This design comes from an exercise in tuning for small area, a short achievable clock period and few clock cycles per item on the open sky130 flow, not from production work.
Power is estimated from default activity; no workload was simulated.

Design voice_slot_sample_mixer, start of the top module:
module voice_slot_sample_mixer (
  input  logic                clk_i,
  input  logic                rst_ni,
  input  logic                push,
  output logic                full,
  input  logic [1:0]          kind_i,
  input  logic [2:0]          slot_i,
  input  logic [23:0]         wave_length_i,
  input  logic [15:0]         gain_i,
  input  logic                repeat_req_i,
  input  logic signed [15:0]  sample_value_i,
  output logic                empty,
  input  logic                pop,
  output logic [2:0]          slot_out_o,
  output logic                ok_o,
  output logic [23:0]         next_position_o,
  output logic                voice_active_o,
  output logic signed [23:0]  mix_o,
  output logic [3:0]          active_voices_o
);
For scale: about 130 I/O pins.
==> flow/config.mk <==
export PLATFORM = sky130hd
export DESIGN_NAME = voice_slot_sample_mixer
export DESIGN_NICKNAME = voice_slot_sample_mixer
export VERILOG_FILES = /design/flow/design.v
export SDC_FILE = /design/flow/constraint.sdc
export NUM_CORES = 4
export LEC_CHECK = 0
export ABC_CLOCK_PERIOD_IN_PS = 2000
export CAP_MARGIN = 20
export CORE_MARGIN = 2
export CORE_UTILIZATION = 40
export SETUP_SLACK_MARGIN = 0.3
export SLEW_MARGIN = 20
==> flow/constraint.sdc <==
create_clock -name core_clock -period 11.0 [get_ports {clk_i}]
set_input_delay 2.2000 -clock core_clock [delete_from_list [all_inputs] [get_ports {clk_i}]]
set_output_delay 2.2000 -clock core_clock [all_outputs]
set_load 0.01 [all_outputs]
standard.sh (not shown) runs the stock make flow with config.mk's settings and CLKGATE_MAP_FILE= SYNTH_SCRIPT=/design/flow/synth_recipe.tcl, a recipe that flattens the netlist after the stock synthesis.
==> flow/flow/run.sh <==
#!/bin/bash
set -euo pipefail
bash standard.sh SETUP_SLACK_MARGIN=7.5 MATCH_CELL_FOOTPRINT=0 \
  "BUFFER_PORTS_ARGS=-buffer_cell sky130_fd_sc_hd__buf_4" finish > standard.log 2>&1
Edit:
--- a/flow/design.v
+++ b/flow/design.v
@@ -76,86 +76,83 @@
   logic [2:0]  x_slot, alloc_m;
   logic [15:0] g_eff;
   logic        m_play, fwd_m, fwd_v;
   assign x_slot  = slot_i;
   assign m_play  = m_v && (m_kind == KIND_PLAY);
   assign alloc_m = vs_play_ok ? stk_q[1] : (vs_free_it ? v_slot : stk_q[0]);
   assign fwd_m   = m_play && !act_d[3] && (alloc_m == x_slot);
   assign fwd_v   = vs_play_ok && (stk_q[0] == x_slot);
-  assign g_eff   = fwd_m ? m_data[16:1] : (fwd_v ? v_c[32:17] : gain_q[x_slot]);
+  assign g_eff   = fwd_m ? m_data[16:1] : (fwd_v ? v_s[16:1] : gain_q[x_slot]);
   always_ff @(posedge clk_i or negedge rst_ni) begin
     if (!rst_ni) begin
       m_v <= 1'b0;
     end else if (!full_q) begin
       m_v <= push_i;
     end
   end
   always_ff @(posedge clk_i) begin
     if (!full_q) begin
       m_kind <= kind_i;
       m_slot <= x_slot;
       m_data <= (kind_i == KIND_PLAY) ? {wave_length_i, gain_i, repeat_req_i}
                                       : {1'b0, g_eff, smp_neg_i, smp_one_i, smp_two_i};
     end
   end
+  logic          m_pl;
   logic [15:0]   m_gain;
   logic [7:0]    m_neg, m_one, m_two;
   logic [MW-1:0] row [9];
+  assign m_pl   = (m_kind == KIND_PLAY);
   assign m_gain = m_data[39:24];
-  assign m_neg  = m_data[23:16];
-  assign m_one  = m_data[15:8];
-  assign m_two  = m_data[7:0];
+  assign m_neg  = m_data[23:16] & {8{~m_pl}};
+  assign m_one  = m_data[15:8] & {8{~m_pl}};
+  assign m_two  = m_data[7:0] & {8{~m_pl}};
   always_comb begin
     for (int j = 0; j < 9; j++) row[j] = '0;
-    row[8] = MW'(33'h0_5556_2000);
+    row[8] = MW'(33'h0_5556_2000) & {MW{~m_pl}};
     for (int j = 0; j < 8; j++) begin
       for (int k = 0; k < 17; k++) begin
         row[j][2*j+k] = ((m_one[j] & ((k < 16) ? m_gain[k] : 1'b0)) |
                          (m_two[j] & ((k > 0) ? m_gain[k-1] : 1'b0))) ^ m_neg[j];
       end
-      row[j][2*j+17] = ~m_neg[j];
+      row[j][2*j+17] = ~(m_neg[j] | m_pl);
       if (j < 7) row[j+1][2*j] = m_neg[j];
       else       row[8][2*j]   = m_neg[j];
     end
   end
   logic [MW-1:0] s1, c1, s2, c2, s3, c3, s4, c4, s5, c5, s6, c6, ps, pc;
   assign s1 = row[0] ^ row[1] ^ row[2];
   assign c1 = ((row[0] & row[1]) | (row[0] & row[2]) | (row[1] & row[2])) << 1;
   assign s2 = row[3] ^ row[4] ^ row[5];
   assign c2 = ((row[3] & row[4]) | (row[3] & row[5]) | (row[4] & row[5])) << 1;
   assign s3 = row[6] ^ row[7] ^ row[8];
   assign c3 = ((row[6] & row[7]) | (row[6] & row[8]) | (row[7] & row[8])) << 1;
   assign s4 = s1 ^ c1 ^ s2;
   assign c4 = ((s1 & c1) | (s1 & s2) | (c1 & s2)) << 1;
   assign s5 = c2 ^ s3 ^ c3;
-  assign c5 = ((c2 & s3) | (c2 & c3) | (s3 & c3)) << 1;
+  assign c5 = (((c2 & s3) | (c2 & c3) | (s3 & c3)) << 1) | (m_data[32:0] & {MW{m_pl}});
   assign s6 = s4 ^ c4 ^ s5;
   assign c6 = ((s4 & c4) | (s4 & s5) | (c4 & s5)) << 1;
   assign ps = s6 ^ c6 ^ c5;
   assign pc = ((s6 & c6) | (s6 & c5) | (c6 & c5)) << 1;
   always_ff @(posedge clk_i or negedge rst_ni) begin
     if (!rst_ni) begin
       v_v <= 1'b0;
     end else if (adv) begin
       v_v <= m_v;
     end
   end
   always_ff @(posedge clk_i) begin
     if (adv) begin
       v_kind <= m_kind;
       v_slot <= m_slot;
-      v_sel  <= 8'b1 << m_slot;
-      if (m_kind == KIND_PLAY) begin
-        v_s <= {m_data[40:17], 9'd0};
-        v_c <= {m_data[16:0], 16'd0};
-      end else begin
-        v_s <= ps;
-        v_c <= pc;
-      end
+      v_sel  <= m_pl ? m_data[40:33] : (8'b1 << m_slot);
+      v_s    <= ps;
+      v_c    <= pc;
     end
   end
   logic        c_go, is_play, is_stop, is_smp, is_frame, addr_kind;
   logic [2:0]  slot, alloc;
   logic [23:0] len_cur, np_cur, np_inc, new_len;
   logic [15:0] new_gain;
   logic        new_rep;
   logic        rep_cur, hit, len_nz, last, at_end, last2, len_one, last_d;
@@ -167,19 +164,19 @@
   assign c_go      = v_v && adv;
   assign is_play   = v_v && (v_kind == KIND_PLAY);
   assign is_stop   = v_v && (v_kind == KIND_STOP);
   assign is_smp    = v_v && (v_kind == KIND_SAMPLE);
   assign is_frame  = v_v && (v_kind == KIND_FRAME);
   assign addr_kind = is_stop || is_smp;
   assign slot      = v_slot;
   assign alloc     = stk_q[0];
-  assign new_len   = v_s[32:9];
-  assign new_gain  = v_c[32:17];
-  assign new_rep   = v_c[16];
+  assign new_len   = {v_sel, v_s[32:17]};
+  assign new_gain  = v_s[16:1];
+  assign new_rep   = v_s[0];
   always_comb begin
     len_cur = '0;
     np_cur  = '0;
     for (int i = 0; i < 8; i++) begin
       len_cur = len_cur | (len_q[i] & {24{v_sel[i]}});
       np_cur  = np_cur | (np_q[i] & {24{v_sel[i]}});
     end
   end
- The new run went through all stages and came out clean
- clock-buffer cell count decreases by 1
- cell count increases by 1.1%
- total power falls by 8.7%
- worst hold slack got worse by 0.031 ns
- wire length decreases by 5.6%
- fmax decreases by 1.1%
- register-to-register slack loses 0.04 ns
- critical path depth rose by 2
- die area is higher by 1.5%
- sequential power hardly moves
- area after synthesis grows by 1.5%
- non-clock buffer count stays the same
No run of this note included a check of the RTL's function; only the layout flow was run.

[port drivers added, routing unchanged]
The flow's constraints put no driver on any port. The routed layouts listed below were extracted and timed again, unchanged, in two steps.
Step 1, drivers: a clkbuf_16 drives clk_i and a buf_2 each remaining input, both assumed.
Step 2 moves the port delays by t, midway between the first and last clock arrival at a register: inputs arrive t later, outputs are due t later. That takes back most of the time a late clock gives input paths.
Three values: ideal, step 1, step 2; two values: the first two.
run	t (ns)	setup WS [ns]	hold slack, ns	worst setup path after step 2
the first run	0.711	7.274 / 7.274 / 6.951	0.485 / 0.485 / 0.485	input to register
the second run	0.706	7.232 / 7.232 / 6.731	0.454 / 0.454 / 0.454	input to register
After both steps every run listed still meets setup and hold. The setup slack of the second run, which loses most, moves by 0.000 ns with the drivers and by -0.501 ns with both steps.
